Context: an optimization exercise on an open-source flow, tuned for small area, a short achievable clock period and few clock cycles per item. The choices shown serve that exercise and are no tape-out recipe.
Where RTL was checked, it was by simulation tests only, not by an equivalence proof against the original.
Only the layout flow was run in run 1; the RTL was not checked for function there.
Power is estimated from default activity; no workload was simulated.

## flow/design.v (module list and top-level ports; edited modules follow where they fit)
// module ex_stage: 966 lines
module ex_stage (
    input  logic        clk,
    input  logic        rst,
    input  logic        id_ex_valid,
    input  logic [31:0] id_ex_pc,
    input  logic [31:0] id_ex_rs1_data,
    input  logic [31:0] id_ex_rs2_data,
    input  logic [31:0] id_ex_imm,
    input  logic        id_ex_alu_src,
    input  logic [3:0]  id_ex_alu_op,
    input  logic        id_ex_branch,
    input  logic [2:0]  id_ex_funct3,
    input  logic [4:0]  id_ex_rd,
    input  logic        id_ex_reg_write,
    input  logic        id_ex_mem_read,
    input  logic        id_ex_mem_write,
    input  logic        id_ex_mem_to_reg,
    input  logic [1:0]  forwardA,
    input  logic [1:0]  forwardB,
    input  logic [31:0] mem_wb_fwd_data,
    input  logic        mem_stall,
    input  logic        flush,
    output logic        ex_busy,
    output logic        ex_mem_valid,
    output logic        ex_mem_reg_write,
    output logic        ex_mem_mem_read,
    output logic        ex_mem_mem_write,
    output logic        ex_mem_mem_to_reg,
    output logic [31:0] ex_mem_alu_result,
    output logic [31:0] ex_mem_store_data,
    output logic [4:0]  ex_mem_rd,
    output logic        ex_mem_branch_taken,
    output logic [31:0] ex_mem_branch_target
);
  // ...
==> flow/flow/run.sh <==
#!/bin/bash
# Standard synthesis, then the standard layout with timing repair aimed
# below the clock period (setup margin in flow/margin.txt), so the achieved
# period shrinks. Ports are buffered with buf_2 rather than the delay cell
# buffer_ports picks by default.
set -euo pipefail
MARGIN=$(cat flow/margin.txt)
bash standard.sh synth > synth.log 2>&1
bash standard.sh SETUP_SLACK_MARGIN=$MARGIN "BUFFER_PORTS_ARGS=-buffer_cell sky130_fd_sc_hd__buf_2" finish > layout.log 2>&1
==> flow/flow/margin.txt <==
10
==> flow/standard.sh <==
#!/bin/bash
# synth_recipe.tcl (not shown) runs the flow's synth.tcl, then flattens the netlist and writes it again
# the make line also repeats each setting of config.mk as NAME=value (left out here)
make -C /OpenROAD-flow-scripts/flow DESIGN_CONFIG=/design/flow/config.mk WORK_HOME=/design/flow/orfs CLKGATE_MAP_FILE= SYNTH_SCRIPT=/design/flow/synth_recipe.tcl "${@:-finish}"
==> flow/config.mk <==
export PLATFORM = sky130hd
export DESIGN_NAME = ex_stage
export DESIGN_NICKNAME = ex_stage
export VERILOG_FILES = /design/flow/design.v
export SDC_FILE = /design/flow/constraint.sdc
export NUM_CORES = 4
export LEC_CHECK = 0
export CAP_MARGIN = 20
export CORE_MARGIN = 2
export CORE_UTILIZATION = 30
export SLEW_MARGIN = 20
==> flow/constraint.sdc <==
create_clock -name core_clock -period 18.0 [get_ports {clk}]
set_input_delay 3.6000 -clock core_clock [delete_from_list [all_inputs] [get_ports {clk}]]
set_output_delay 3.6000 -clock core_clock [all_outputs]
set_load 0.01 [all_outputs]
==> run_results.csv, run 1 <==
group,metric,value,unit
sta,slew_violations,25,
critical_path,rr_endpoint,"res_s_q[4]$_DFFE_PP_",
clock_network,clk_pin_slew_worst_paths,0.08,ns
pwr,p_per_area,102.0,mW/mm^2
global_route,globalRouteOverflowTotal,0,
synth,synth_simple_gate_area_share,17.23,%
synth,synthFlopType,"edfxtp_1",
layout,fin_util,39.71,%
layout,nClkBuffers,20,
placement,hpwl,126100,um
layout,final_cell_mix,"356 x nand2_1, 285 x buf_2, 230 x ha_1",
detailed_routing,drc,0,
global_route,grt_start_max_net_pins,80,
pwr,p_leak,15.59,nW
critical_path,reg2reg_depth,21,
critical_path,r2r-start,"res_s_q[0]$_DFFE_PP_",
clock_network,root_buffer,"clkbuf_16",
layout,fillerInstances,9378,
sta,clock.fmax,119.3,MHz
sta,min_period_over_period,46.59,%
layout,n_all_buffers,597,
detailed_routing,first_iter_violations,4455,
pwr,swShare,52.02,%
run_status,violations,"slew limit",
sta,slew_headroom,-0.1480,%
run_status,run_status,"failed layout checks",
placement,place.port_buffers,294,
synth,synth_fa_ha_area_share,25.94,%
layout,final_common_cell,"nand2_1",
placement,place_ws,7.505,ns
==> module ex_stage, before the edit <==
module ex_stage (
    input  logic        clk,
    input  logic        rst,
    input  logic        id_ex_valid,
    input  logic [31:0] id_ex_pc,
    input  logic [31:0] id_ex_rs1_data,
    input  logic [31:0] id_ex_rs2_data,
    input  logic [31:0] id_ex_imm,
    input  logic        id_ex_alu_src,
    input  logic [3:0]  id_ex_alu_op,
    input  logic        id_ex_branch,
    input  logic [2:0]  id_ex_funct3,
    input  logic [4:0]  id_ex_rd,
    input  logic        id_ex_reg_write,
    input  logic        id_ex_mem_read,
    input  logic        id_ex_mem_write,
    input  logic        id_ex_mem_to_reg,
    input  logic [1:0]  forwardA,
    input  logic [1:0]  forwardB,
    input  logic [31:0] mem_wb_fwd_data,
    input  logic        mem_stall,
    input  logic        flush,
    output logic        ex_busy,
    output logic        ex_mem_valid,
    output logic        ex_mem_reg_write,
    output logic        ex_mem_mem_read,
    output logic        ex_mem_mem_write,
    output logic        ex_mem_mem_to_reg,
    output logic [31:0] ex_mem_alu_result,
    output logic [31:0] ex_mem_store_data,
    output logic [4:0]  ex_mem_rd,
    output logic        ex_mem_branch_taken,
    output logic [31:0] ex_mem_branch_target
);
    logic [31:0] opa, fwdb, opb;
    always_comb begin
        case (forwardA)
            2'b01:   opa = ex_mem_alu_result;
            2'b10:   opa = mem_wb_fwd_data;
            default: opa = id_ex_rs1_data;
        endcase
        case (forwardB)
            2'b01:   fwdb = ex_mem_alu_result;
            2'b10:   fwdb = mem_wb_fwd_data;
            default: fwdb = id_ex_rs2_data;
        endcase
        opb = id_ex_alu_src ? id_ex_imm : fwdb;
    end
    logic        is_sub;
    logic [32:0] sum;
    logic        ltu, lts;
    logic        is_shift, sh_right;
    logic [31:0] opa_rev, ain;
    logic [7:0]  shdec;
    logic [31:0] alu_res;
    assign is_sub = (id_ex_alu_op != 4'd0);
    assign sum    = {1'b0, opa} + {1'b0, is_sub ? ~opb : opb} + {32'd0, is_sub};
    assign ltu    = ~sum[32];
    assign lts    = (opa[31] ^ opb[31]) ? opa[31] : sum[31];
    assign is_shift = ~id_ex_alu_op[3] & id_ex_alu_op[2] & (id_ex_alu_op[1] | id_ex_alu_op[0]);
    assign sh_right = is_shift & id_ex_alu_op[1];
    always_comb begin
        for (int i = 0; i < 32; i++) opa_rev[i] = opa[31-i];
        for (int i = 0; i < 8; i++) shdec[i] = (opb[2:0] == 3'(i));
    end
    assign ain = sh_right ? opa_rev : opa;
    always_comb begin
        case (id_ex_alu_op)
            4'd0, 4'd1: alu_res = sum[31:0];
            4'd2:       alu_res = opa & opb;
            4'd3:       alu_res = opa | opb;
            4'd4:       alu_res = opa ^ opb;
            4'd8:       alu_res = {31'd0, lts};
            4'd9:       alu_res = {31'd0, ltu};
            default:    alu_res = opb;    
        endcase
    end
    logic [3:0]  sel_q;           
    logic         cl_q;            
    logic [31:0]  hh;              
    logic [7:0]  bsl;
    logic [39:0] xs, xc;          
    logic [8:0]  lowsum;
    logic         is_mul;
    logic [23:0] lo_q;
    logic [31:0] pp0;
    logic [31:0] pp1;
    logic [31:0] pp2;
    logic [31:0] pp3;
    logic [31:0] pp4;
    logic [31:0] pp5;
    logic [31:0] pp6;
    logic [31:0] pp7;
    logic fs0, fc0;
    logic fs1, fc1;
    logic fs2, fc2;
    logic fs3, fc3;
    logic fs4, fc4;
    logic fs5, fc5;
    logic fs6, fc6;
    logic fs7, fc7;
    logic fs8, fc8;
    logic fs9, fc9;
    logic fs10, fc10;
    logic fs11, fc11;
    logic fs12, fc12;
    logic fs13, fc13;
    logic fs14, fc14;
    logic fs15, fc15;
    logic fs16, fc16;
    logic fs17, fc17;
    logic fs18, fc18;
    logic fs19, fc19;
    logic fs20, fc20;
    logic fs21, fc21;
    logic fs22, fc22;
    logic fs23, fc23;
    logic fs24, fc24;
    logic fs25, fc25;
    logic fs26, fc26;
    logic fs27, fc27;
    logic fs28, fc28;
    logic fs29, fc29;
    logic fs30, fc30;
    logic fs31, fc31;
    logic fs32, fc32;
    logic fs33, fc33;
    logic fs34, fc34;
    logic fs35, fc35;
    logic fs36, fc36;
    logic fs37, fc37;
    logic fs38, fc38;
    logic fs39, fc39;
    logic fs40, fc40;
    logic fs41, fc41;
    logic fs42, fc42;
    logic fs43, fc43;
    logic fs44, fc44;
    logic fs45, fc45;
    logic fs46, fc46;
    logic fs47, fc47;
    logic fs48, fc48;
    logic fs49, fc49;
    logic fs50, fc50;
    logic fs51, fc51;
    logic fs52, fc52;
    logic fs53, fc53;
    logic fs54, fc54;
    logic fs55, fc55;
    logic fs56, fc56;
    logic fs57, fc57;
    logic fs58, fc58;
    logic fs59, fc59;
    logic fs60, fc60;
    logic fs61, fc61;
    logic fs62, fc62;
    logic fs63, fc63;
    logic fs64, fc64;
    logic fs65, fc65;
    logic fs66, fc66;
    logic fs67, fc67;
    logic fs68, fc68;
    logic fs69, fc69;
    logic fs70, fc70;
    logic fs71, fc71;
    logic fs72, fc72;
    logic fs73, fc73;
    logic fs74, fc74;
    logic fs75, fc75;
    logic fs76, fc76;
    logic fs77, fc77;
    logic fs78, fc78;
    logic fs79, fc79;
    logic fs80, fc80;
    logic fs81, fc81;
    logic fs82, fc82;
    logic fs83, fc83;
    logic fs84, fc84;
    logic fs85, fc85;
    logic fs86, fc86;
    logic fs87, fc87;
    logic fs88, fc88;
    logic fs89, fc89;
    logic fs90, fc90;
    logic fs91, fc91;
    logic fs92, fc92;
    logic fs93, fc93;
    logic fs94, fc94;
    logic fs95, fc95;
    logic fs96, fc96;
    logic fs97, fc97;
    logic fs98, fc98;
    logic fs99, fc99;
    logic fs100, fc100;
    logic fs101, fc101;
    logic fs102, fc102;
    logic fs103, fc103;
    logic fs104, fc104;
    logic fs105, fc105;
    logic fs106, fc106;
    logic fs107, fc107;
    logic fs108, fc108;
    logic fs109, fc109;
    logic fs110, fc110;
    logic fs111, fc111;
    logic fs112, fc112;
    logic fs113, fc113;
    logic fs114, fc114;
    logic fs115, fc115;
    logic fs116, fc116;
    logic fs117, fc117;
    logic fs118, fc118;
    logic fs119, fc119;
    logic fs120, fc120;
    logic fs121, fc121;
    logic fs122, fc122;
    logic fs123, fc123;
    logic fs124, fc124;
    logic fs125, fc125;
    logic fs126, fc126;
    logic fs127, fc127;
    logic fs128, fc128;
    logic fs129, fc129;
    logic fs130, fc130;
    logic fs131, fc131;
    logic fs132, fc132;
    logic fs133, fc133;
    logic fs134, fc134;
    logic fs135, fc135;
    logic fs136, fc136;
    logic fs137, fc137;
    logic fs138, fc138;
    logic fs139, fc139;
    logic fs140, fc140;
    logic fs141, fc141;
    logic fs142, fc142;
    logic fs143, fc143;
    logic fs144, fc144;
    logic fs145, fc145;
    logic fs146, fc146;
    logic fs147, fc147;
    logic fs148, fc148;
    logic fs149, fc149;
    logic fs150, fc150;
    logic fs151, fc151;
    logic fs152, fc152;
    logic fs153, fc153;
    logic fs154, fc154;
    logic fs155, fc155;
    logic fs156, fc156;
    logic fs157, fc157;
    logic fs158, fc158;
    logic fs159, fc159;
    logic fs160, fc160;
    logic fs161, fc161;
    logic fs162, fc162;
    logic fs163, fc163;
    logic fs164, fc164;
    logic fs165, fc165;
    logic fs166, fc166;
    logic fs167, fc167;
    logic fs168, fc168;
    logic fs169, fc169;
    logic fs170, fc170;
    logic fs171, fc171;
    logic fs172, fc172;
    logic fs173, fc173;
    logic fs174, fc174;
    logic fs175, fc175;
    logic fs176, fc176;
    logic fs177, fc177;
    logic fs178, fc178;
    logic fs179, fc179;
    logic fs180, fc180;
    logic fs181, fc181;
    logic fs182, fc182;
    logic fs183, fc183;
    logic fs184, fc184;
    logic fs185, fc185;
    logic fs186, fc186;
    logic fs187, fc187;
    logic fs188, fc188;
    logic fs189, fc189;
    logic fs190, fc190;
    logic fs191, fc191;
    logic fs192, fc192;
    logic fs193, fc193;
    logic fs194, fc194;
    logic fs195, fc195;
    logic fs196, fc196;
    logic fs197, fc197;
    logic fs198, fc198;
    logic fs199, fc199;
    logic fs200, fc200;
    logic fs201, fc201;
    logic fs202, fc202;
    logic fs203, fc203;
    logic fs204, fc204;
    logic fs205, fc205;
    logic fs206, fc206;
    logic fs207, fc207;
    logic fs208, fc208;
    logic fs209, fc209;
    logic hs0, hc0;
    logic hs1, hc1;
    logic hs2, hc2;
    logic hs3, hc3;
    logic hs4, hc4;
    logic hs5, hc5;
    logic hs6, hc6;
    assign is_mul = id_ex_alu_op[3] & id_ex_alu_op[1];    
    logic [31:0] b_rs2, b_mwb, b_exm, b_imm;
    logic [3:0]  g_rs2, g_mwb, g_exm, g_imm;
    logic         fb_exm, fb_mwb;
    assign fb_exm = (forwardB == 2'b01);
    assign fb_mwb = (forwardB == 2'b10);
    assign g_rs2  = sel_q & {4{~is_shift & ~id_ex_alu_src & ~fb_exm & ~fb_mwb}};
    assign g_mwb  = sel_q & {4{~is_shift & ~id_ex_alu_src & fb_mwb}};
    assign g_exm  = sel_q & {4{~is_shift & ~id_ex_alu_src & fb_exm}};
    assign g_imm  = sel_q & {4{~is_shift & id_ex_alu_src}};
    assign b_rs2  = 32'(id_ex_rs2_data);
    assign b_mwb  = 32'(mem_wb_fwd_data);
    assign b_exm  = 32'(ex_mem_alu_result);
    assign b_imm  = 32'(id_ex_imm);
    assign bsl    = (b_rs2[0 +: 8] & {8{g_rs2[0]}}) |
                   (b_mwb[0 +: 8] & {8{g_mwb[0]}}) |
                   (b_exm[0 +: 8] & {8{g_exm[0]}}) |
                   (b_imm[0 +: 8] & {8{g_imm[0]}}) |
                   (b_rs2[8 +: 8] & {8{g_rs2[1]}}) |
                   (b_mwb[8 +: 8] & {8{g_mwb[1]}}) |
                   (b_exm[8 +: 8] & {8{g_exm[1]}}) |
                   (b_imm[8 +: 8] & {8{g_imm[1]}}) |
                   (b_rs2[16 +: 8] & {8{g_rs2[2]}}) |
                   (b_mwb[16 +: 8] & {8{g_mwb[2]}}) |
                   (b_exm[16 +: 8] & {8{g_exm[2]}}) |
                   (b_imm[16 +: 8] & {8{g_imm[2]}}) |
                   (b_rs2[24 +: 8] & {8{g_rs2[3]}}) |
                   (b_mwb[24 +: 8] & {8{g_mwb[3]}}) |
                   (b_exm[24 +: 8] & {8{g_exm[3]}}) |
                   (b_imm[24 +: 8] & {8{g_imm[3]}}) |
                   (shdec & {8{is_shift}});
    assign hh     = {32{~sel_q[0]}} & (target_q + store_q + {31'd0, cl_q});
    assign pp0 = ain & {32{bsl[0]}};
    assign pp1 = ain & {32{bsl[1]}};
    assign pp2 = ain & {32{bsl[2]}};
    assign pp3 = ain & {32{bsl[3]}};
    assign pp4 = ain & {32{bsl[4]}};
    assign pp5 = ain & {32{bsl[5]}};
    assign pp6 = ain & {32{bsl[6]}};
    assign pp7 = ain & {32{bsl[7]}};
    assign hs0  = hh[5] ^ pp0[5];
    assign hc0 = hh[5] & pp0[5];
    assign fs0  = hh[6] ^ pp0[6] ^ pp1[5];
    assign fc0 = (hh[6] & pp0[6]) | (hh[6] & pp1[5]) | (pp0[6] & pp1[5]);
    assign hs1  = pp2[4] ^ pp3[3];
    assign hc1 = pp2[4] & pp3[3];
    assign fs1  = hh[7] ^ pp0[7] ^ pp1[6];
    assign fc1 = (hh[7] & pp0[7]) | (hh[7] & pp1[6]) | (pp0[7] & pp1[6]);
    assign fs2  = pp2[5] ^ pp3[4] ^ pp4[3];
    assign fc2 = (pp2[5] & pp3[4]) | (pp2[5] & pp4[3]) | (pp3[4] & pp4[3]);
    assign hs2  = pp5[2] ^ pp6[1];
    assign hc2 = pp5[2] & pp6[1];
    assign fs3  = hh[8] ^ pp0[8] ^ pp1[7];
    assign fc3 = (hh[8] & pp0[8]) | (hh[8] & pp1[7]) | (pp0[8] & pp1[7]);
    assign fs4  = pp2[6] ^ pp3[5] ^ pp4[4];
    assign fc4 = (pp2[6] & pp3[5]) | (pp2[6] & pp4[4]) | (pp3[5] & pp4[4]);
    assign fs5  = pp5[3] ^ pp6[2] ^ pp7[1];
    assign fc5 = (pp5[3] & pp6[2]) | (pp5[3] & pp7[1]) | (pp6[2] & pp7[1]);
    assign fs6  = hh[9] ^ pp0[9] ^ pp1[8];
    assign fc6 = (hh[9] & pp0[9]) | (hh[9] & pp1[8]) | (pp0[9] & pp1[8]);
    assign fs7  = pp2[7] ^ pp3[6] ^ pp4[5];
    assign fc7 = (pp2[7] & pp3[6]) | (pp2[7] & pp4[5]) | (pp3[6] & pp4[5]);
    assign fs8  = pp5[4] ^ pp6[3] ^ pp7[2];
    assign fc8 = (pp5[4] & pp6[3]) | (pp5[4] & pp7[2]) | (pp6[3] & pp7[2]);
    assign fs9  = hh[10] ^ pp0[10] ^ pp1[9];
    assign fc9 = (hh[10] & pp0[10]) | (hh[10] & pp1[9]) | (pp0[10] & pp1[9]);
    assign fs10  = pp2[8] ^ pp3[7] ^ pp4[6];
    assign fc10 = (pp2[8] & pp3[7]) | (pp2[8] & pp4[6]) | (pp3[7] & pp4[6]);
    assign fs11  = pp5[5] ^ pp6[4] ^ pp7[3];
    assign fc11 = (pp5[5] & pp6[4]) | (pp5[5] & pp7[3]) | (pp6[4] & pp7[3]);
    assign fs12  = hh[11] ^ pp0[11] ^ pp1[10];
    assign fc12 = (hh[11] & pp0[11]) | (hh[11] & pp1[10]) | (pp0[11] & pp1[10]);
    assign fs13  = pp2[9] ^ pp3[8] ^ pp4[7];
    assign fc13 = (pp2[9] & pp3[8]) | (pp2[9] & pp4[7]) | (pp3[8] & pp4[7]);
    assign fs14  = pp5[6] ^ pp6[5] ^ pp7[4];
    assign fc14 = (pp5[6] & pp6[5]) | (pp5[6] & pp7[4]) | (pp6[5] & pp7[4]);
    assign fs15  = hh[12] ^ pp0[12] ^ pp1[11];
    assign fc15 = (hh[12] & pp0[12]) | (hh[12] & pp1[11]) | (pp0[12] & pp1[11]);
    assign fs16  = pp2[10] ^ pp3[9] ^ pp4[8];
    assign fc16 = (pp2[10] & pp3[9]) | (pp2[10] & pp4[8]) | (pp3[9] & pp4[8]);
    assign fs17  = pp5[7] ^ pp6[6] ^ pp7[5];
    assign fc17 = (pp5[7] & pp6[6]) | (pp5[7] & pp7[5]) | (pp6[6] & pp7[5]);
    assign fs18  = hh[13] ^ pp0[13] ^ pp1[12];
    assign fc18 = (hh[13] & pp0[13]) | (hh[13] & pp1[12]) | (pp0[13] & pp1[12]);
    assign fs19  = pp2[11] ^ pp3[10] ^ pp4[9];
    assign fc19 = (pp2[11] & pp3[10]) | (pp2[11] & pp4[9]) | (pp3[10] & pp4[9]);
    assign fs20  = pp5[8] ^ pp6[7] ^ pp7[6];
    assign fc20 = (pp5[8] & pp6[7]) | (pp5[8] & pp7[6]) | (pp6[7] & pp7[6]);
    assign fs21  = hh[14] ^ pp0[14] ^ pp1[13];
    assign fc21 = (hh[14] & pp0[14]) | (hh[14] & pp1[13]) | (pp0[14] & pp1[13]);
    assign fs22  = pp2[12] ^ pp3[11] ^ pp4[10];
    assign fc22 = (pp2[12] & pp3[11]) | (pp2[12] & pp4[10]) | (pp3[11] & pp4[10]);
    assign fs23  = pp5[9] ^ pp6[8] ^ pp7[7];
    assign fc23 = (pp5[9] & pp6[8]) | (pp5[9] & pp7[7]) | (pp6[8] & pp7[7]);
    assign fs24  = hh[15] ^ pp0[15] ^ pp1[14];
    assign fc24 = (hh[15] & pp0[15]) | (hh[15] & pp1[14]) | (pp0[15] & pp1[14]);
    assign fs25  = pp2[13] ^ pp3[12] ^ pp4[11];
    assign fc25 = (pp2[13] & pp3[12]) | (pp2[13] & pp4[11]) | (pp3[12] & pp4[11]);
    assign fs26  = pp5[10] ^ pp6[9] ^ pp7[8];
    assign fc26 = (pp5[10] & pp6[9]) | (pp5[10] & pp7[8]) | (pp6[9] & pp7[8]);
    assign fs27  = hh[16] ^ pp0[16] ^ pp1[15];
    assign fc27 = (hh[16] & pp0[16]) | (hh[16] & pp1[15]) | (pp0[16] & pp1[15]);
    assign fs28  = pp2[14] ^ pp3[13] ^ pp4[12];
    assign fc28 = (pp2[14] & pp3[13]) | (pp2[14] & pp4[12]) | (pp3[13] & pp4[12]);
    assign fs29  = pp5[11] ^ pp6[10] ^ pp7[9];
    assign fc29 = (pp5[11] & pp6[10]) | (pp5[11] & pp7[9]) | (pp6[10] & pp7[9]);
    assign fs30  = hh[17] ^ pp0[17] ^ pp1[16];
    assign fc30 = (hh[17] & pp0[17]) | (hh[17] & pp1[16]) | (pp0[17] & pp1[16]);
    assign fs31  = pp2[15] ^ pp3[14] ^ pp4[13];
    assign fc31 = (pp2[15] & pp3[14]) | (pp2[15] & pp4[13]) | (pp3[14] & pp4[13]);
    assign fs32  = pp5[12] ^ pp6[11] ^ pp7[10];
    assign fc32 = (pp5[12] & pp6[11]) | (pp5[12] & pp7[10]) | (pp6[11] & pp7[10]);
    assign fs33  = hh[18] ^ pp0[18] ^ pp1[17];
    assign fc33 = (hh[18] & pp0[18]) | (hh[18] & pp1[17]) | (pp0[18] & pp1[17]);
    assign fs34  = pp2[16] ^ pp3[15] ^ pp4[14];
    assign fc34 = (pp2[16] & pp3[15]) | (pp2[16] & pp4[14]) | (pp3[15] & pp4[14]);
    assign fs35  = pp5[13] ^ pp6[12] ^ pp7[11];
    assign fc35 = (pp5[13] & pp6[12]) | (pp5[13] & pp7[11]) | (pp6[12] & pp7[11]);
    assign fs36  = hh[19] ^ pp0[19] ^ pp1[18];
    assign fc36 = (hh[19] & pp0[19]) | (hh[19] & pp1[18]) | (pp0[19] & pp1[18]);
    assign fs37  = pp2[17] ^ pp3[16] ^ pp4[15];
    assign fc37 = (pp2[17] & pp3[16]) | (pp2[17] & pp4[15]) | (pp3[16] & pp4[15]);
    assign fs38  = pp5[14] ^ pp6[13] ^ pp7[12];
    assign fc38 = (pp5[14] & pp6[13]) | (pp5[14] & pp7[12]) | (pp6[13] & pp7[12]);
    assign fs39  = hh[20] ^ pp0[20] ^ pp1[19];
    assign fc39 = (hh[20] & pp0[20]) | (hh[20] & pp1[19]) | (pp0[20] & pp1[19]);
    assign fs40  = pp2[18] ^ pp3[17] ^ pp4[16];
    assign fc40 = (pp2[18] & pp3[17]) | (pp2[18] & pp4[16]) | (pp3[17] & pp4[16]);
    assign fs41  = pp5[15] ^ pp6[14] ^ pp7[13];
    assign fc41 = (pp5[15] & pp6[14]) | (pp5[15] & pp7[13]) | (pp6[14] & pp7[13]);
    assign fs42  = hh[21] ^ pp0[21] ^ pp1[20];
    assign fc42 = (hh[21] & pp0[21]) | (hh[21] & pp1[20]) | (pp0[21] & pp1[20]);
    assign fs43  = pp2[19] ^ pp3[18] ^ pp4[17];
    assign fc43 = (pp2[19] & pp3[18]) | (pp2[19] & pp4[17]) | (pp3[18] & pp4[17]);
    assign fs44  = pp5[16] ^ pp6[15] ^ pp7[14];
    assign fc44 = (pp5[16] & pp6[15]) | (pp5[16] & pp7[14]) | (pp6[15] & pp7[14]);
    assign fs45  = hh[22] ^ pp0[22] ^ pp1[21];
    assign fc45 = (hh[22] & pp0[22]) | (hh[22] & pp1[21]) | (pp0[22] & pp1[21]);
    assign fs46  = pp2[20] ^ pp3[19] ^ pp4[18];
    assign fc46 = (pp2[20] & pp3[19]) | (pp2[20] & pp4[18]) | (pp3[19] & pp4[18]);
    assign fs47  = pp5[17] ^ pp6[16] ^ pp7[15];
    assign fc47 = (pp5[17] & pp6[16]) | (pp5[17] & pp7[15]) | (pp6[16] & pp7[15]);
    assign fs48  = hh[23] ^ pp0[23] ^ pp1[22];
    assign fc48 = (hh[23] & pp0[23]) | (hh[23] & pp1[22]) | (pp0[23] & pp1[22]);
    assign fs49  = pp2[21] ^ pp3[20] ^ pp4[19];
    assign fc49 = (pp2[21] & pp3[20]) | (pp2[21] & pp4[19]) | (pp3[20] & pp4[19]);
    assign fs50  = pp5[18] ^ pp6[17] ^ pp7[16];
    assign fc50 = (pp5[18] & pp6[17]) | (pp5[18] & pp7[16]) | (pp6[17] & pp7[16]);
    assign fs51  = hh[24] ^ pp0[24] ^ pp1[23];
    assign fc51 = (hh[24] & pp0[24]) | (hh[24] & pp1[23]) | (pp0[24] & pp1[23]);
    assign fs52  = pp2[22] ^ pp3[21] ^ pp4[20];
    assign fc52 = (pp2[22] & pp3[21]) | (pp2[22] & pp4[20]) | (pp3[21] & pp4[20]);
    assign fs53  = pp5[19] ^ pp6[18] ^ pp7[17];
    assign fc53 = (pp5[19] & pp6[18]) | (pp5[19] & pp7[17]) | (pp6[18] & pp7[17]);
    assign fs54  = hh[25] ^ pp0[25] ^ pp1[24];
    assign fc54 = (hh[25] & pp0[25]) | (hh[25] & pp1[24]) | (pp0[25] & pp1[24]);
    assign fs55  = pp2[23] ^ pp3[22] ^ pp4[21];
    assign fc55 = (pp2[23] & pp3[22]) | (pp2[23] & pp4[21]) | (pp3[22] & pp4[21]);
    assign fs56  = pp5[20] ^ pp6[19] ^ pp7[18];
    assign fc56 = (pp5[20] & pp6[19]) | (pp5[20] & pp7[18]) | (pp6[19] & pp7[18]);
    assign fs57  = hh[26] ^ pp0[26] ^ pp1[25];
    assign fc57 = (hh[26] & pp0[26]) | (hh[26] & pp1[25]) | (pp0[26] & pp1[25]);
    assign fs58  = pp2[24] ^ pp3[23] ^ pp4[22];
    assign fc58 = (pp2[24] & pp3[23]) | (pp2[24] & pp4[22]) | (pp3[23] & pp4[22]);
    assign fs59  = pp5[21] ^ pp6[20] ^ pp7[19];
    assign fc59 = (pp5[21] & pp6[20]) | (pp5[21] & pp7[19]) | (pp6[20] & pp7[19]);
    assign fs60  = hh[27] ^ pp0[27] ^ pp1[26];
    assign fc60 = (hh[27] & pp0[27]) | (hh[27] & pp1[26]) | (pp0[27] & pp1[26]);
    assign fs61  = pp2[25] ^ pp3[24] ^ pp4[23];
    assign fc61 = (pp2[25] & pp3[24]) | (pp2[25] & pp4[23]) | (pp3[24] & pp4[23]);
    assign fs62  = pp5[22] ^ pp6[21] ^ pp7[20];
    assign fc62 = (pp5[22] & pp6[21]) | (pp5[22] & pp7[20]) | (pp6[21] & pp7[20]);
    assign fs63  = hh[28] ^ pp0[28] ^ pp1[27];
    assign fc63 = (hh[28] & pp0[28]) | (hh[28] & pp1[27]) | (pp0[28] & pp1[27]);
    assign fs64  = pp2[26] ^ pp3[25] ^ pp4[24];
    assign fc64 = (pp2[26] & pp3[25]) | (pp2[26] & pp4[24]) | (pp3[25] & pp4[24]);
    assign fs65  = pp5[23] ^ pp6[22] ^ pp7[21];
    assign fc65 = (pp5[23] & pp6[22]) | (pp5[23] & pp7[21]) | (pp6[22] & pp7[21]);
    assign fs66  = hh[29] ^ pp0[29] ^ pp1[28];
    assign fc66 = (hh[29] & pp0[29]) | (hh[29] & pp1[28]) | (pp0[29] & pp1[28]);
    assign fs67  = pp2[27] ^ pp3[26] ^ pp4[25];
    assign fc67 = (pp2[27] & pp3[26]) | (pp2[27] & pp4[25]) | (pp3[26] & pp4[25]);
    assign fs68  = pp5[24] ^ pp6[23] ^ pp7[22];
    assign fc68 = (pp5[24] & pp6[23]) | (pp5[24] & pp7[22]) | (pp6[23] & pp7[22]);
    assign fs69  = hh[30] ^ pp0[30] ^ pp1[29];
    assign fc69 = (hh[30] & pp0[30]) | (hh[30] & pp1[29]) | (pp0[30] & pp1[29]);
    assign fs70  = pp2[28] ^ pp3[27] ^ pp4[26];
    assign fc70 = (pp2[28] & pp3[27]) | (pp2[28] & pp4[26]) | (pp3[27] & pp4[26]);
    assign fs71  = pp5[25] ^ pp6[24] ^ pp7[23];
    assign fc71 = (pp5[25] & pp6[24]) | (pp5[25] & pp7[23]) | (pp6[24] & pp7[23]);
    assign fs72  = hh[31] ^ pp0[31] ^ pp1[30];
    assign fc72 = (hh[31] & pp0[31]) | (hh[31] & pp1[30]) | (pp0[31] & pp1[30]);
    assign fs73  = pp2[29] ^ pp3[28] ^ pp4[27];
    assign fc73 = (pp2[29] & pp3[28]) | (pp2[29] & pp4[27]) | (pp3[28] & pp4[27]);
    assign fs74  = pp5[26] ^ pp6[25] ^ pp7[24];
    assign fc74 = (pp5[26] & pp6[25]) | (pp5[26] & pp7[24]) | (pp6[25] & pp7[24]);
    assign fs75  = pp1[31] ^ pp2[30] ^ pp3[29];
    assign fc75 = (pp1[31] & pp2[30]) | (pp1[31] & pp3[29]) | (pp2[30] & pp3[29]);
    assign fs76  = pp4[28] ^ pp5[27] ^ pp6[26];
    assign fc76 = (pp4[28] & pp5[27]) | (pp4[28] & pp6[26]) | (pp5[27] & pp6[26]);
    assign fs77  = pp2[31] ^ pp3[30] ^ pp4[29];
    assign fc77 = (pp2[31] & pp3[30]) | (pp2[31] & pp4[29]) | (pp3[30] & pp4[29]);
    assign hs3  = hh[3] ^ pp0[3];
    assign hc3 = hh[3] & pp0[3];
    assign fs78  = hh[4] ^ pp0[4] ^ pp1[3];
    assign fc78 = (hh[4] & pp0[4]) | (hh[4] & pp1[3]) | (pp0[4] & pp1[3]);
    assign hs4  = pp2[2] ^ pp3[1];
    assign hc4 = pp2[2] & pp3[1];
    assign fs79  = pp1[4] ^ pp2[3] ^ pp3[2];
    assign fc79 = (pp1[4] & pp2[3]) | (pp1[4] & pp3[2]) | (pp2[3] & pp3[2]);
    assign fs80  = pp4[1] ^ pp5[0] ^ hs0;
    assign fc80 = (pp4[1] & pp5[0]) | (pp4[1] & hs0) | (pp5[0] & hs0);
    assign fs81  = pp4[2] ^ pp5[1] ^ pp6[0];
    assign fc81 = (pp4[2] & pp5[1]) | (pp4[2] & pp6[0]) | (pp5[1] & pp6[0]);
    assign fs82  = hc0 ^ fs0 ^ hs1;
    assign fc82 = (hc0 & fs0) | (hc0 & hs1) | (fs0 & hs1);
    assign fs83  = pp7[0] ^ fc0 ^ hc1;
    assign fc83 = (pp7[0] & fc0) | (pp7[0] & hc1) | (fc0 & hc1);
    assign fs84  = fs1 ^ fs2 ^ hs2;
    assign fc84 = (fs1 & fs2) | (fs1 & hs2) | (fs2 & hs2);
    assign fs85  = fc1 ^ fc2 ^ hc2;
    assign fc85 = (fc1 & fc2) | (fc1 & hc2) | (fc2 & hc2);
    assign fs86  = fs3 ^ fs4 ^ fs5;
    assign fc86 = (fs3 & fs4) | (fs3 & fs5) | (fs4 & fs5);
    assign fs87  = fc3 ^ fc4 ^ fc5;
    assign fc87 = (fc3 & fc4) | (fc3 & fc5) | (fc4 & fc5);
    assign fs88  = fs6 ^ fs7 ^ fs8;
    assign fc88 = (fs6 & fs7) | (fs6 & fs8) | (fs7 & fs8);
    assign fs89  = fc6 ^ fc7 ^ fc8;
    assign fc89 = (fc6 & fc7) | (fc6 & fc8) | (fc7 & fc8);
    assign fs90  = fs9 ^ fs10 ^ fs11;
    assign fc90 = (fs9 & fs10) | (fs9 & fs11) | (fs10 & fs11);
    assign fs91  = fc9 ^ fc10 ^ fc11;
    assign fc91 = (fc9 & fc10) | (fc9 & fc11) | (fc10 & fc11);
    assign fs92  = fs12 ^ fs13 ^ fs14;
    assign fc92 = (fs12 & fs13) | (fs12 & fs14) | (fs13 & fs14);
    assign fs93  = fc12 ^ fc13 ^ fc14;
    assign fc93 = (fc12 & fc13) | (fc12 & fc14) | (fc13 & fc14);
    assign fs94  = fs15 ^ fs16 ^ fs17;
    assign fc94 = (fs15 & fs16) | (fs15 & fs17) | (fs16 & fs17);
    assign fs95  = fc15 ^ fc16 ^ fc17;
    assign fc95 = (fc15 & fc16) | (fc15 & fc17) | (fc16 & fc17);
    assign fs96  = fs18 ^ fs19 ^ fs20;
    assign fc96 = (fs18 & fs19) | (fs18 & fs20) | (fs19 & fs20);
    assign fs97  = fc18 ^ fc19 ^ fc20;
    assign fc97 = (fc18 & fc19) | (fc18 & fc20) | (fc19 & fc20);
    assign fs98  = fs21 ^ fs22 ^ fs23;
    assign fc98 = (fs21 & fs22) | (fs21 & fs23) | (fs22 & fs23);
    assign fs99  = fc21 ^ fc22 ^ fc23;
    assign fc99 = (fc21 & fc22) | (fc21 & fc23) | (fc22 & fc23);
    assign fs100  = fs24 ^ fs25 ^ fs26;
    assign fc100 = (fs24 & fs25) | (fs24 & fs26) | (fs25 & fs26);
    assign fs101  = fc24 ^ fc25 ^ fc26;
    assign fc101 = (fc24 & fc25) | (fc24 & fc26) | (fc25 & fc26);
    assign fs102  = fs27 ^ fs28 ^ fs29;
    assign fc102 = (fs27 & fs28) | (fs27 & fs29) | (fs28 & fs29);
    assign fs103  = fc27 ^ fc28 ^ fc29;
    assign fc103 = (fc27 & fc28) | (fc27 & fc29) | (fc28 & fc29);
    assign fs104  = fs30 ^ fs31 ^ fs32;
    assign fc104 = (fs30 & fs31) | (fs30 & fs32) | (fs31 & fs32);
    assign fs105  = fc30 ^ fc31 ^ fc32;
    assign fc105 = (fc30 & fc31) | (fc30 & fc32) | (fc31 & fc32);
    assign fs106  = fs33 ^ fs34 ^ fs35;
    assign fc106 = (fs33 & fs34) | (fs33 & fs35) | (fs34 & fs35);
    assign fs107  = fc33 ^ fc34 ^ fc35;
    assign fc107 = (fc33 & fc34) | (fc33 & fc35) | (fc34 & fc35);
    assign fs108  = fs36 ^ fs37 ^ fs38;
    assign fc108 = (fs36 & fs37) | (fs36 & fs38) | (fs37 & fs38);
    assign fs109  = fc36 ^ fc37 ^ fc38;
    assign fc109 = (fc36 & fc37) | (fc36 & fc38) | (fc37 & fc38);
    assign fs110  = fs39 ^ fs40 ^ fs41;
    assign fc110 = (fs39 & fs40) | (fs39 & fs41) | (fs40 & fs41);
    assign fs111  = fc39 ^ fc40 ^ fc41;
    assign fc111 = (fc39 & fc40) | (fc39 & fc41) | (fc40 & fc41);
    assign fs112  = fs42 ^ fs43 ^ fs44;
    assign fc112 = (fs42 & fs43) | (fs42 & fs44) | (fs43 & fs44);
    assign fs113  = fc42 ^ fc43 ^ fc44;
    assign fc113 = (fc42 & fc43) | (fc42 & fc44) | (fc43 & fc44);
    assign fs114  = fs45 ^ fs46 ^ fs47;
    assign fc114 = (fs45 & fs46) | (fs45 & fs47) | (fs46 & fs47);
    assign fs115  = fc45 ^ fc46 ^ fc47;
    assign fc115 = (fc45 & fc46) | (fc45 & fc47) | (fc46 & fc47);
    assign fs116  = fs48 ^ fs49 ^ fs50;
    assign fc116 = (fs48 & fs49) | (fs48 & fs50) | (fs49 & fs50);
    assign fs117  = fc48 ^ fc49 ^ fc50;
    assign fc117 = (fc48 & fc49) | (fc48 & fc50) | (fc49 & fc50);
    assign fs118  = fs51 ^ fs52 ^ fs53;
    assign fc118 = (fs51 & fs52) | (fs51 & fs53) | (fs52 & fs53);
    assign fs119  = fc51 ^ fc52 ^ fc53;
    assign fc119 = (fc51 & fc52) | (fc51 & fc53) | (fc52 & fc53);
    assign fs120  = fs54 ^ fs55 ^ fs56;
    assign fc120 = (fs54 & fs55) | (fs54 & fs56) | (fs55 & fs56);
    assign fs121  = fc54 ^ fc55 ^ fc56;
    assign fc121 = (fc54 & fc55) | (fc54 & fc56) | (fc55 & fc56);
    assign fs122  = fs57 ^ fs58 ^ fs59;
    assign fc122 = (fs57 & fs58) | (fs57 & fs59) | (fs58 & fs59);
    assign fs123  = fc57 ^ fc58 ^ fc59;
    assign fc123 = (fc57 & fc58) | (fc57 & fc59) | (fc58 & fc59);
    assign fs124  = fs60 ^ fs61 ^ fs62;
    assign fc124 = (fs60 & fs61) | (fs60 & fs62) | (fs61 & fs62);
    assign fs125  = fc60 ^ fc61 ^ fc62;
    assign fc125 = (fc60 & fc61) | (fc60 & fc62) | (fc61 & fc62);
    assign fs126  = fs63 ^ fs64 ^ fs65;
    assign fc126 = (fs63 & fs64) | (fs63 & fs65) | (fs64 & fs65);
    assign fs127  = fc63 ^ fc64 ^ fc65;
    assign fc127 = (fc63 & fc64) | (fc63 & fc65) | (fc64 & fc65);
    assign fs128  = fs66 ^ fs67 ^ fs68;
    assign fc128 = (fs66 & fs67) | (fs66 & fs68) | (fs67 & fs68);
    assign fs129  = fc66 ^ fc67 ^ fc68;
    assign fc129 = (fc66 & fc67) | (fc66 & fc68) | (fc67 & fc68);
    assign fs130  = fs69 ^ fs70 ^ fs71;
    assign fc130 = (fs69 & fs70) | (fs69 & fs71) | (fs70 & fs71);
    assign fs131  = fc69 ^ fc70 ^ fc71;
    assign fc131 = (fc69 & fc70) | (fc69 & fc71) | (fc70 & fc71);
    assign fs132  = fs72 ^ fs73 ^ fs74;
    assign fc132 = (fs72 & fs73) | (fs72 & fs74) | (fs73 & fs74);
    assign fs133  = pp7[25] ^ fc72 ^ fc73;
    assign fc133 = (pp7[25] & fc72) | (pp7[25] & fc73) | (fc72 & fc73);
    assign fs134  = fc74 ^ fs75 ^ fs76;
    assign fc134 = (fc74 & fs75) | (fc74 & fs76) | (fs75 & fs76);
    assign fs135  = pp5[28] ^ pp6[27] ^ pp7[26];
    assign fc135 = (pp5[28] & pp6[27]) | (pp5[28] & pp7[26]) | (pp6[27] & pp7[26]);
    assign fs136  = fc75 ^ fc76 ^ fs77;
    assign fc136 = (fc75 & fc76) | (fc75 & fs77) | (fc76 & fs77);
    assign fs137  = pp3[31] ^ pp4[30] ^ pp5[29];
    assign fc137 = (pp3[31] & pp4[30]) | (pp3[31] & pp5[29]) | (pp4[30] & pp5[29]);
    assign fs138  = pp6[28] ^ pp7[27] ^ fc77;
    assign fc138 = (pp6[28] & pp7[27]) | (pp6[28] & fc77) | (pp7[27] & fc77);
    assign fs139  = pp4[31] ^ pp5[30] ^ pp6[29];
    assign fc139 = (pp4[31] & pp5[30]) | (pp4[31] & pp6[29]) | (pp5[30] & pp6[29]);
    assign hs5  = hh[2] ^ pp0[2];
    assign hc5 = hh[2] & pp0[2];
    assign fs140  = pp1[2] ^ pp2[1] ^ pp3[0];
    assign fc140 = (pp1[2] & pp2[1]) | (pp1[2] & pp3[0]) | (pp2[1] & pp3[0]);
    assign fs141  = pp4[0] ^ hc3 ^ fs78;
    assign fc141 = (pp4[0] & hc3) | (pp4[0] & fs78) | (hc3 & fs78);
    assign fs142  = fc78 ^ hc4 ^ fs79;
    assign fc142 = (fc78 & hc4) | (fc78 & fs79) | (hc4 & fs79);
    assign fs143  = fc79 ^ fc80 ^ fs81;
    assign fc143 = (fc79 & fc80) | (fc79 & fs81) | (fc80 & fs81);
    assign fs144  = fc81 ^ fc82 ^ fs83;
    assign fc144 = (fc81 & fc82) | (fc81 & fs83) | (fc82 & fs83);
    assign fs145  = fc83 ^ fc84 ^ fs85;
    assign fc145 = (fc83 & fc84) | (fc83 & fs85) | (fc84 & fs85);
    assign fs146  = fc85 ^ fc86 ^ fs87;
    assign fc146 = (fc85 & fc86) | (fc85 & fs87) | (fc86 & fs87);
    assign fs147  = fc87 ^ fc88 ^ fs89;
    assign fc147 = (fc87 & fc88) | (fc87 & fs89) | (fc88 & fs89);
    assign fs148  = fc89 ^ fc90 ^ fs91;
    assign fc148 = (fc89 & fc90) | (fc89 & fs91) | (fc90 & fs91);
    assign fs149  = fc91 ^ fc92 ^ fs93;
    assign fc149 = (fc91 & fc92) | (fc91 & fs93) | (fc92 & fs93);
    assign fs150  = fc93 ^ fc94 ^ fs95;
    assign fc150 = (fc93 & fc94) | (fc93 & fs95) | (fc94 & fs95);
    assign fs151  = fc95 ^ fc96 ^ fs97;
    assign fc151 = (fc95 & fc96) | (fc95 & fs97) | (fc96 & fs97);
    assign fs152  = fc97 ^ fc98 ^ fs99;
    assign fc152 = (fc97 & fc98) | (fc97 & fs99) | (fc98 & fs99);
    assign fs153  = fc99 ^ fc100 ^ fs101;
    assign fc153 = (fc99 & fc100) | (fc99 & fs101) | (fc100 & fs101);
    assign fs154  = fc101 ^ fc102 ^ fs103;
    assign fc154 = (fc101 & fc102) | (fc101 & fs103) | (fc102 & fs103);
    assign fs155  = fc103 ^ fc104 ^ fs105;
    assign fc155 = (fc103 & fc104) | (fc103 & fs105) | (fc104 & fs105);
    assign fs156  = fc105 ^ fc106 ^ fs107;
    assign fc156 = (fc105 & fc106) | (fc105 & fs107) | (fc106 & fs107);
    assign fs157  = fc107 ^ fc108 ^ fs109;
    assign fc157 = (fc107 & fc108) | (fc107 & fs109) | (fc108 & fs109);
    assign fs158  = fc109 ^ fc110 ^ fs111;
    assign fc158 = (fc109 & fc110) | (fc109 & fs111) | (fc110 & fs111);
    assign fs159  = fc111 ^ fc112 ^ fs113;
    assign fc159 = (fc111 & fc112) | (fc111 & fs113) | (fc112 & fs113);
    assign fs160  = fc113 ^ fc114 ^ fs115;
    assign fc160 = (fc113 & fc114) | (fc113 & fs115) | (fc114 & fs115);
    assign fs161  = fc115 ^ fc116 ^ fs117;
    assign fc161 = (fc115 & fc116) | (fc115 & fs117) | (fc116 & fs117);
    assign fs162  = fc117 ^ fc118 ^ fs119;
    assign fc162 = (fc117 & fc118) | (fc117 & fs119) | (fc118 & fs119);
    assign fs163  = fc119 ^ fc120 ^ fs121;
    assign fc163 = (fc119 & fc120) | (fc119 & fs121) | (fc120 & fs121);
    assign fs164  = fc121 ^ fc122 ^ fs123;
    assign fc164 = (fc121 & fc122) | (fc121 & fs123) | (fc122 & fs123);
    assign fs165  = fc123 ^ fc124 ^ fs125;
    assign fc165 = (fc123 & fc124) | (fc123 & fs125) | (fc124 & fs125);
    assign fs166  = fc125 ^ fc126 ^ fs127;
    assign fc166 = (fc125 & fc126) | (fc125 & fs127) | (fc126 & fs127);
    assign fs167  = fc127 ^ fc128 ^ fs129;
    assign fc167 = (fc127 & fc128) | (fc127 & fs129) | (fc128 & fs129);
    assign fs168  = fc129 ^ fc130 ^ fs131;
    assign fc168 = (fc129 & fc130) | (fc129 & fs131) | (fc130 & fs131);
    assign fs169  = fc131 ^ fc132 ^ fs133;
    assign fc169 = (fc131 & fc132) | (fc131 & fs133) | (fc132 & fs133);
    assign fs170  = fc133 ^ fc134 ^ fs135;
    assign fc170 = (fc133 & fc134) | (fc133 & fs135) | (fc134 & fs135);
    assign fs171  = fc135 ^ fc136 ^ fs137;
    assign fc171 = (fc135 & fc136) | (fc135 & fs137) | (fc136 & fs137);
    assign fs172  = pp7[28] ^ fc137 ^ fc138;
    assign fc172 = (pp7[28] & fc137) | (pp7[28] & fc138) | (fc137 & fc138);
    assign fs173  = pp5[31] ^ pp6[30] ^ pp7[29];
    assign fc173 = (pp5[31] & pp6[30]) | (pp5[31] & pp7[29]) | (pp6[30] & pp7[29]);
    assign hs6  = hh[1] ^ pp0[1];
    assign hc6 = hh[1] & pp0[1];
    assign fs174  = pp1[1] ^ pp2[0] ^ hs5;
    assign fc174 = (pp1[1] & pp2[0]) | (pp1[1] & hs5) | (pp2[0] & hs5);
    assign fs175  = hs3 ^ hc5 ^ fs140;
    assign fc175 = (hs3 & hc5) | (hs3 & fs140) | (hc5 & fs140);
    assign fs176  = hs4 ^ fc140 ^ fs141;
    assign fc176 = (hs4 & fc140) | (hs4 & fs141) | (fc140 & fs141);
    assign fs177  = fs80 ^ fc141 ^ fs142;
    assign fc177 = (fs80 & fc141) | (fs80 & fs142) | (fc141 & fs142);
    assign fs178  = fs82 ^ fc142 ^ fs143;
    assign fc178 = (fs82 & fc142) | (fs82 & fs143) | (fc142 & fs143);
    assign fs179  = fs84 ^ fc143 ^ fs144;
    assign fc179 = (fs84 & fc143) | (fs84 & fs144) | (fc143 & fs144);
    assign fs180  = fs86 ^ fc144 ^ fs145;
    assign fc180 = (fs86 & fc144) | (fs86 & fs145) | (fc144 & fs145);
    assign fs181  = fs88 ^ fc145 ^ fs146;
    assign fc181 = (fs88 & fc145) | (fs88 & fs146) | (fc145 & fs146);
    assign fs182  = fs90 ^ fc146 ^ fs147;
    assign fc182 = (fs90 & fc146) | (fs90 & fs147) | (fc146 & fs147);
    assign fs183  = fs92 ^ fc147 ^ fs148;
    assign fc183 = (fs92 & fc147) | (fs92 & fs148) | (fc147 & fs148);
    assign fs184  = fs94 ^ fc148 ^ fs149;
    assign fc184 = (fs94 & fc148) | (fs94 & fs149) | (fc148 & fs149);
    assign fs185  = fs96 ^ fc149 ^ fs150;
    assign fc185 = (fs96 & fc149) | (fs96 & fs150) | (fc149 & fs150);
    assign fs186  = fs98 ^ fc150 ^ fs151;
    assign fc186 = (fs98 & fc150) | (fs98 & fs151) | (fc150 & fs151);
    assign fs187  = fs100 ^ fc151 ^ fs152;
    assign fc187 = (fs100 & fc151) | (fs100 & fs152) | (fc151 & fs152);
    assign fs188  = fs102 ^ fc152 ^ fs153;
    assign fc188 = (fs102 & fc152) | (fs102 & fs153) | (fc152 & fs153);
    assign fs189  = fs104 ^ fc153 ^ fs154;
    assign fc189 = (fs104 & fc153) | (fs104 & fs154) | (fc153 & fs154);
    assign fs190  = fs106 ^ fc154 ^ fs155;
    assign fc190 = (fs106 & fc154) | (fs106 & fs155) | (fc154 & fs155);
    assign fs191  = fs108 ^ fc155 ^ fs156;
    assign fc191 = (fs108 & fc155) | (fs108 & fs156) | (fc155 & fs156);
    assign fs192  = fs110 ^ fc156 ^ fs157;
    assign fc192 = (fs110 & fc156) | (fs110 & fs157) | (fc156 & fs157);
    assign fs193  = fs112 ^ fc157 ^ fs158;
    assign fc193 = (fs112 & fc157) | (fs112 & fs158) | (fc157 & fs158);
    assign fs194  = fs114 ^ fc158 ^ fs159;
    assign fc194 = (fs114 & fc158) | (fs114 & fs159) | (fc158 & fs159);
    assign fs195  = fs116 ^ fc159 ^ fs160;
    assign fc195 = (fs116 & fc159) | (fs116 & fs160) | (fc159 & fs160);
    assign fs196  = fs118 ^ fc160 ^ fs161;
    assign fc196 = (fs118 & fc160) | (fs118 & fs161) | (fc160 & fs161);
    assign fs197  = fs120 ^ fc161 ^ fs162;
    assign fc197 = (fs120 & fc161) | (fs120 & fs162) | (fc161 & fs162);
    assign fs198  = fs122 ^ fc162 ^ fs163;
    assign fc198 = (fs122 & fc162) | (fs122 & fs163) | (fc162 & fs163);
    assign fs199  = fs124 ^ fc163 ^ fs164;
    assign fc199 = (fs124 & fc163) | (fs124 & fs164) | (fc163 & fs164);
    assign fs200  = fs126 ^ fc164 ^ fs165;
    assign fc200 = (fs126 & fc164) | (fs126 & fs165) | (fc164 & fs165);
    assign fs201  = fs128 ^ fc165 ^ fs166;
    assign fc201 = (fs128 & fc165) | (fs128 & fs166) | (fc165 & fs166);
    assign fs202  = fs130 ^ fc166 ^ fs167;
    assign fc202 = (fs130 & fc166) | (fs130 & fs167) | (fc166 & fs167);
    assign fs203  = fs132 ^ fc167 ^ fs168;
    assign fc203 = (fs132 & fc167) | (fs132 & fs168) | (fc167 & fs168);
    assign fs204  = fs134 ^ fc168 ^ fs169;
    assign fc204 = (fs134 & fc168) | (fs134 & fs169) | (fc168 & fs169);
    assign fs205  = fs136 ^ fc169 ^ fs170;
    assign fc205 = (fs136 & fc169) | (fs136 & fs170) | (fc169 & fs170);
    assign fs206  = fs138 ^ fc170 ^ fs171;
    assign fc206 = (fs138 & fc170) | (fs138 & fs171) | (fc170 & fs171);
    assign fs207  = fs139 ^ fc171 ^ fs172;
    assign fc207 = (fs139 & fc171) | (fs139 & fs172) | (fc171 & fs172);
    assign fs208  = fc139 ^ fc172 ^ fs173;
    assign fc208 = (fc139 & fc172) | (fc139 & fs173) | (fc172 & fs173);
    assign fs209  = pp6[31] ^ pp7[30] ^ fc173;
    assign fc209 = (pp6[31] & pp7[30]) | (pp6[31] & fc173) | (pp7[30] & fc173);
    assign xs[0] = hh[0];
    assign xc[0] = pp0[0];
    assign xs[1] = pp1[0];
    assign xc[1] = hs6;
    assign xs[2] = hc6;
    assign xc[2] = fs174;
    assign xs[3] = fc174;
    assign xc[3] = fs175;
    assign xs[4] = fc175;
    assign xc[4] = fs176;
    assign xs[5] = fc176;
    assign xc[5] = fs177;
    assign xs[6] = fc177;
    assign xc[6] = fs178;
    assign xs[7] = fc178;
    assign xc[7] = fs179;
    assign xs[8] = fc179;
    assign xc[8] = fs180;
    assign xs[9] = fc180;
    assign xc[9] = fs181;
    assign xs[10] = fc181;
    assign xc[10] = fs182;
    assign xs[11] = fc182;
    assign xc[11] = fs183;
    assign xs[12] = fc183;
    assign xc[12] = fs184;
    assign xs[13] = fc184;
    assign xc[13] = fs185;
    assign xs[14] = fc185;
    assign xc[14] = fs186;
    assign xs[15] = fc186;
    assign xc[15] = fs187;
    assign xs[16] = fc187;
    assign xc[16] = fs188;
    assign xs[17] = fc188;
    assign xc[17] = fs189;
    assign xs[18] = fc189;
    assign xc[18] = fs190;
    assign xs[19] = fc190;
    assign xc[19] = fs191;
    assign xs[20] = fc191;
    assign xc[20] = fs192;
    assign xs[21] = fc192;
    assign xc[21] = fs193;
    assign xs[22] = fc193;
    assign xc[22] = fs194;
    assign xs[23] = fc194;
    assign xc[23] = fs195;
    assign xs[24] = fc195;
    assign xc[24] = fs196;
    assign xs[25] = fc196;
    assign xc[25] = fs197;
    assign xs[26] = fc197;
    assign xc[26] = fs198;
    assign xs[27] = fc198;
    assign xc[27] = fs199;
    assign xs[28] = fc199;
    assign xc[28] = fs200;
    assign xs[29] = fc200;
    assign xc[29] = fs201;
    assign xs[30] = fc201;
    assign xc[30] = fs202;
    assign xs[31] = fc202;
    assign xc[31] = fs203;
    assign xs[32] = fc203;
    assign xc[32] = fs204;
    assign xs[33] = fc204;
    assign xc[33] = fs205;
    assign xs[34] = fc205;
    assign xc[34] = fs206;
    assign xs[35] = fc206;
    assign xc[35] = fs207;
    assign xs[36] = fc207;
    assign xc[36] = fs208;
    assign xs[37] = fc208;
    assign xc[37] = fs209;
    assign xs[38] = pp7[31];
    assign xc[38] = fc209;
    assign xs[39] = 1'b0;
    assign xc[39] = 1'b0;
    assign lowsum = {1'b0, xs[7:0]} + {1'b0, xc[7:0]};
    logic br_eq, br_ltu, br_lts, br_cond;
    assign br_eq  = (opa == fwdb);
    assign br_ltu = (opa < fwdb);
    assign br_lts = (opa[31] ^ fwdb[31]) ? opa[31] : br_ltu;
    always_comb begin
        case (id_ex_funct3[2:1])
            2'b00:   br_cond = br_eq;
            2'b10:   br_cond = br_lts;
            default: br_cond = br_ltu;
        endcase
        br_cond = br_cond ^ id_ex_funct3[0];
    end
    logic accept, mul_step, last;
    assign last     = sel_q[3];
    assign ex_busy  = is_mul & ~last;
    assign accept   = id_ex_valid & ~ex_busy & ~mem_stall & ~flush;
    assign mul_step = id_ex_valid & is_mul & ~last & ~flush & ~mem_stall;
    always_ff @(posedge clk) begin
        if (rst || flush || !id_ex_valid || accept) begin
            sel_q <= 4'(1);
        end else if (mul_step) begin
            sel_q <= sel_q << 1;
        end
    end
    always_ff @(posedge clk) begin
        if (mul_step) begin
            lo_q <= {lowsum[7:0], lo_q[23:8]};
            cl_q <= lowsum[8];
        end
    end
    logic        valid_q, rw_q, mr_q, mw_q, m2r_q, taken_q;
    logic [31:0] res_s_q, res_c_q, store_q, target_q;
    logic        res_ci_q;
    logic [4:0]  rd_q;
    logic [4:0]  sh_amt_q;            
    logic        sh_rev_q, sh_fill_q;
    logic [31:0] res_sum, res_shl, res_fill, res_out;
    logic [31:0] res_s_d, res_c_d;
    logic        res_ci_d;
    logic m_lo, m_hi;
    assign m_lo = is_mul & ~id_ex_alu_op[0];
    assign m_hi = is_mul & id_ex_alu_op[0];
    assign res_s_d  = ({32{m_lo}} & {xs[7:0], lo_q}) | ({32{m_hi}} & xs[39:8]) |
                      ({32{is_shift}} & xs[31:0]) |
                      ({32{~is_mul & ~is_shift}} & alu_res);
    assign res_c_d  = ({32{m_lo}} & {xc[7:0], 24'd0}) | ({32{m_hi}} & xc[39:8]) |
                      ({32{is_shift}} & xc[31:0]);
    assign res_ci_d = m_hi & lowsum[8];
    always_ff @(posedge clk) begin
        if (rst || flush) begin
            valid_q <= 1'b0;
            rw_q    <= 1'b0;
            mr_q    <= 1'b0;
            mw_q    <= 1'b0;
            m2r_q   <= 1'b0;
            taken_q <= 1'b0;
        end else if (!mem_stall) begin
            valid_q <= accept;
            rw_q    <= accept & id_ex_reg_write;
            mr_q    <= accept & id_ex_mem_read;
            mw_q    <= accept & id_ex_mem_write;
            m2r_q   <= accept & id_ex_mem_to_reg;
            taken_q <= accept & id_ex_branch & br_cond;
        end
    end
    always_ff @(posedge clk) begin
        if (accept) begin
            res_s_q   <= res_s_d;
            res_c_q   <= res_c_d;
            res_ci_q  <= res_ci_d;
            store_q   <= fwdb;
            sh_amt_q  <= {5{is_shift}} & opb[4:0];
            sh_rev_q  <= sh_right;
            sh_fill_q <= sh_right & id_ex_alu_op[0] & opa[31];
            rd_q      <= id_ex_rd;
            target_q  <= id_ex_pc + id_ex_imm;
        end else if (mul_step) begin
            store_q   <= xc[39:8];
            target_q  <= xs[39:8];
        end
    end
    assign ex_mem_valid         = valid_q;
    assign ex_mem_reg_write     = rw_q;
    assign ex_mem_mem_read      = mr_q;
    assign ex_mem_mem_write     = mw_q;
    assign ex_mem_mem_to_reg    = m2r_q;
    assign res_sum  = res_s_q + res_c_q + {31'd0, res_ci_q};
    assign res_shl  = res_sum << {sh_amt_q[4:3], 3'd0};
    always_comb begin
        for (int i = 0; i < 32; i++) res_fill[i] = sh_fill_q & (5'(i) < sh_amt_q);
    end
    always_comb begin
        for (int i = 0; i < 32; i++) res_out[i] = sh_rev_q ? (res_shl[31-i] | res_fill[31-i])
                                                             : res_shl[i];
    end
    assign ex_mem_alu_result    = res_out;
    assign ex_mem_store_data    = store_q;
    assign ex_mem_rd            = rd_q;
    assign ex_mem_branch_taken  = taken_q;
    assign ex_mem_branch_target = target_q;
endmodule
==> inputs of run 2 (changes only) <==
--- a/flow/design.v
+++ b/flow/design.v
@@ -63,7 +63,7 @@
         for (int i = 0; i < 32; i++) opa_rev[i] = opa[31-i];
         for (int i = 0; i < 8; i++) shdec[i] = (opb[2:0] == 3'(i));
     end
-    assign ain = sh_right ? opa_rev : opa;
+    assign ain = (~id_ex_alu_op[3] & id_ex_alu_op[1]) ? opa_rev : opa;
     always_comb begin
         case (id_ex_alu_op)
             4'd0, 4'd1: alu_res = sum[31:0];
@@ -314,10 +314,10 @@
     logic         fb_exm, fb_mwb;
     assign fb_exm = (forwardB == 2'b01);
     assign fb_mwb = (forwardB == 2'b10);
-    assign g_rs2  = sel_q & {4{~is_shift & ~id_ex_alu_src & ~fb_exm & ~fb_mwb}};
-    assign g_mwb  = sel_q & {4{~is_shift & ~id_ex_alu_src & fb_mwb}};
-    assign g_exm  = sel_q & {4{~is_shift & ~id_ex_alu_src & fb_exm}};
-    assign g_imm  = sel_q & {4{~is_shift & id_ex_alu_src}};
+    assign g_rs2  = sel_q & {4{id_ex_alu_op[3] & ~id_ex_alu_src & ~fb_exm & ~fb_mwb}};
+    assign g_mwb  = sel_q & {4{id_ex_alu_op[3] & ~id_ex_alu_src & fb_mwb}};
+    assign g_exm  = sel_q & {4{id_ex_alu_op[3] & ~id_ex_alu_src & fb_exm}};
+    assign g_imm  = sel_q & {4{id_ex_alu_op[3] & id_ex_alu_src}};
     assign b_rs2  = 32'(id_ex_rs2_data);
     assign b_mwb  = 32'(mem_wb_fwd_data);
     assign b_exm  = 32'(ex_mem_alu_result);
@@ -338,7 +338,7 @@
                    (b_mwb[24 +: 8] & {8{g_mwb[3]}}) |
                    (b_exm[24 +: 8] & {8{g_exm[3]}}) |
                    (b_imm[24 +: 8] & {8{g_imm[3]}}) |
-                   (shdec & {8{is_shift}});
+                   (shdec & {8{~id_ex_alu_op[3]}});
     assign hh     = {32{~sel_q[0]}} & (target_q + store_q + {31'd0, cl_q});
     assign pp0 = ain & {32{bsl[0]}};
     assign pp1 = ain & {32{bsl[1]}};
--- a/flow/config.mk
+++ b/flow/config.mk
@@ -6,6 +6,7 @@
 export NUM_CORES = 4
 export LEC_CHECK = 0
 export CAP_MARGIN = 20
+export CELL_PAD_IN_SITES_DETAIL_PLACEMENT = 1
 export CORE_MARGIN = 2
 export CORE_UTILIZATION = 30
-export SLEW_MARGIN = 20
+export SLEW_MARGIN = 30
==> run 2 against run 1 <==
Net effect:
- now clean on timing, DRC and antenna
- fmax decreased by 4.9%
- via count increased by 3.0%
- non-clock buffer count increased by 22
- clock-buffer cell count decreased by 3
- sequential power decreased by 5.3%
- clock power increased by 7.7%
- register-to-register slack got worse by 0.20 ns
- critical path type unchanged
- largest power group unchanged
==> run_results.csv, run 2 <==
group,metric,value,unit
layout,synthToLayoutAreaGrowth,31.53,%
sta,min_period_over_period,48.99,%
pwr,p_per_area,92.25,mW/mm^2
critical_path,worstPathRequired,18.24,ns
clock_network,h-tree-depth,4,
synth,avgSynthCellArea,8.404,um^2
pwr,clkPwrFrac,12.1,%
placement,gp_congestion,1.042,
sta,min_period,8.819,ns
synth,ys_types,102,
global_route,grt_pass1_wl,227500,um
critical_path,cp-end-kind,"register",
critical_path,crit_slowest_cell,"a221oi_2",
critical_path,cp_common_cell,"fa_2",
sta,hold_violations,0,
sta,finalSetupViolations,0,
pwr,netSwitchingPower,1.752,mW
placement,place_area,0.03124,mm^2
clock_network,clk_pin_slew_worst_paths,0.09,ns
layout,multiInputGateArea,0.02300,mm^2
detailed_routing,avgViaCountPerCell,6.492,
global_route,gr-usage-all-layers,33.45,%
clock_network,cts_buffers,17,
sta,slew_violations,0,
layout,nNetsFinal,4417,
synth,synth_warnings,1,
clock_network,clock_latency,0.50,ns
sta,fin_tns_setup,0,ns
critical_path,timing_worst_setup_path_type,"in -> reg",
pwr,p_leak,15.64,nW
sta,slew_headroom,22.59,%
min_path,hold_class,"reg -> reg",
clock_network,cts_num_sinks,176,
synth,yosys.area.top_type,"edfxtp_1",
layout,fin_util,39.87,%
synth,synthTopCellsByArea,"edfxtp_1 18%, fa_1 16%, ha_1 11%",
flow_run,maxCapViolations,0,
floorplan,die_x,308.3,um
pwr,swShare,51.96,%
global_route,globalRouteOverflowTotal,0,
global_route,grt_pass1_vias,31380,
pwr,p_seq_share,15.9,%
critical_path,cp_max_fo,16,
synth,synth_edf_count,166,
floorplan,std_cell_rows,111,
critical_path,critPathTopFamily,"compound AO/OA/AOI/OAI gates",
global_route,antenna_found_initial,19,
layout,stdcell_area,0.03655,mm^2
synth,synth_top_area_share,17.94,%
pwr,vdd_drop_max,0.06551,mV
synth,synth_common_cells,"413 x nand2_1, 292 x inv_1, 238 x o21ai_0",
sta,tightest_slew,1.149,ns
layout,drive_above_1_share,32.94,%
layout,fillerInstances,10710,
detailed_routing,vias,32350,
synth,synthArstFlopShare,0,%
layout,final_cell_mix,"328 x nand2_1, 289 x buf_2, 230 x ha_1",
sta,rsz0062_at_grt,"yes",
synth,ys_ff_latch,176,
layout,seq_area,0.005187,mm^2
synth,syn_nets,3947,
run_status,run_status,"complete, no violations",
placement,hpwl,121400,um
layout,final_common_cell,"nand2_1",
detailed_routing,first_iter_violations,4690,
synth,ys_seq_area_share,18.66,%
synth,synth_area,0.02778,mm^2
sta,fin_skew,0.02613,ns
floorplan,io_pins,295,
synth,synth.most_common_cell,"nand2_1",
critical_path,cp_cell_sequence,"buf_2 > a22oi_1 > a21oi_1 > a221oi_1 > nand3_1 > a221o_1 > a221oi_2 > o211a_4 > buf_4 > clkbuf_16 > nor2_1 > fa_2 > inv_2 > fa_2 > inv_1 > fa_2 > fa_2 > mux2_2 > a221o_1",
detailed_routing,ant_nets,0,
clock_network,clk_path_buf_depth,2,
detailed_routing,routedWlPerCell,34.76,um
pwr,intPower,1.620,mW
synth,syn_inst,3306,
floorplan,die_area,0.09506,mm^2
floorplan,coreArea,0.09166,mm^2
global_route,grt_start_max_net_pins,69,
synth,synthFlopType,"edfxtp_1",
placement,dpl.cell_count,4709,
critical_path,arrival,9.06,ns
sta,clock.fmax,113.4,MHz
critical_path,max_stage_delay,0.65,ns
clock_network,root_buffer,"clkbuf_16",
detailed_routing,drc,0,
placement,place.port_buffers,294,
layout,instances_no_fill,4984,
detailed_routing,drt_first_pass_iters,9,
critical_path,worstSetupStartpointType,"input port",
floorplan,start_util,30.31,%
critical_path,crit_buf_inv,5,
clock_network,cts_tree,"yes",
sta,setup_slack,9.181,ns
detailed_routing,wl,173200,um
pwr,p_comb_share,72.0,%
floorplan,die_h,308.3,um
placement,place_ws,8.196,ns
-- run 2: cell types whose count changed in the layout (fill, tap and decap cells not counted), sizes merged, moves of 15 or more --
cell   delta
a221o    +21
buf      +29
nand2    -21
nor2     +15
xor2     +19
-- run 2: cells by family after synthesis --
family / Yosys count / synth area share, %
and+or+nand+nor: 994 / 16.68
DFF: 176 / 18.66
buffers and inverters: 470 / 6.453
xor gates and xnor gates: 116 / 3.657
AOI/OAI and AO/OA: 1003 / 24.68
adders and majority gates: 454 / 26.31
muxes: 93 / 3.558
-- run 2: path summary, 6_finish.rpt --
check / startpoint / end / slack, ns / depth (start not counted)
worst max-delay path: id_ex_imm[13] / res_s_q[12]$_DFFE_PP_ / 9.18 / 19
worst min-delay path: lo_q[16]$_DFFE_PP_ / lo_q[8]$_DFFE_PP_ / 0.47 / 0
worst max register to register: res_s_q[0]$_DFFE_PP_ / res_s_q[23]$_DFFE_PP_ / 9.97 / 27
worst min register to register: lo_q[16]$_DFFE_PP_ / lo_q[8]$_DFFE_PP_ / 0.47 / 0
-- run 2: layout make-up --
class                      count  share of cell area [%]
multi-input combinational   2663                   62.92
clock inverter                15                  0.4177
timing repair buffer         619                   13.92
tap                         1186                   4.061
antenna                        9                 0.06163
sequential                   176                   14.19
inverter                     297                   3.215
timing repair inverter         2                 0.03766
clock buffer                  17                   1.164
-- run 2: repair_timing --
| item | in CTS | in global routing |
|---|---|---|
| gates cloned | 19 | 3 |
| hold buffers | 0 | 0 |
| setup endpoints to repair | 135 | 140 |
| pin swaps | 79 | 138 |
| resized for setup | 286 | 437 |
| setup buffers | 115 | 97 |
-- run 2: power by group through the flow --
| stage | logic, mW | registers [mW] | clock network, mW |
|---|---|---|---|
| 2_1_floorplan | 1.03 | 0.541 | 0 |
| 3_3_place_gp | 1.76 | 0.544 | 0 |
| 3_5_place_dp | 1.81 | 0.544 | 0 |
| 4_1_cts | 2.02 | 0.535 | 0.403 |
| 5_1_grt | 2.47 | 0.538 | 0.416 |
| 6_report | 2.43 | 0.537 | 0.406 |
-- run 2: metal layers --
| layer | track usage [%] | up-vias | share of wire, % |
|---|---|---|---|
| met4 | 23.24 | 20 | 9.4 |
| met5 | 0.1550 | - | 0.14 |
| met3 | 13.65 | 912 | 15 |
| met1 | 39.97 | 15900 | 35 |
| li1 | - | 12790 | - |
| met2 | 48.66 | 2733 | 41 |
-- run 2: per-stage QoR --
step           power, mW  hold WS (ns)
4_1_cts            2.956        0.4626
2_1_floorplan      1.570        0.4222
3_3_place_gp       2.308        0.4335
5_1_grt            3.423        0.4905
3_5_place_dp       2.352        0.4384
6_report           3.371        0.4655
Testbench counts of run 2, summed over its fixed seeds: cycles 25,557, instructions 16,000.

## separate check: timing with driven ports
The results above use ideal ports. As a check the final layouts listed here were re-extracted and re-timed, cells and wires unchanged.
Step 1 assumes that a clkbuf_16 drives the clock port and a buf_2 every other input.
Step 2 also shifts input and output timing later by t, the mid clock arrival at the registers, as if the neighbouring blocks saw the same clock.
Three values: ideal ports, drivers, drivers and shift; two values: the first two.
run	t (ns)	setup WS [ns]
run 1	0.560	9.614 / 9.635 / 9.074
run 2	0.545	9.181 / 9.197 / 8.652
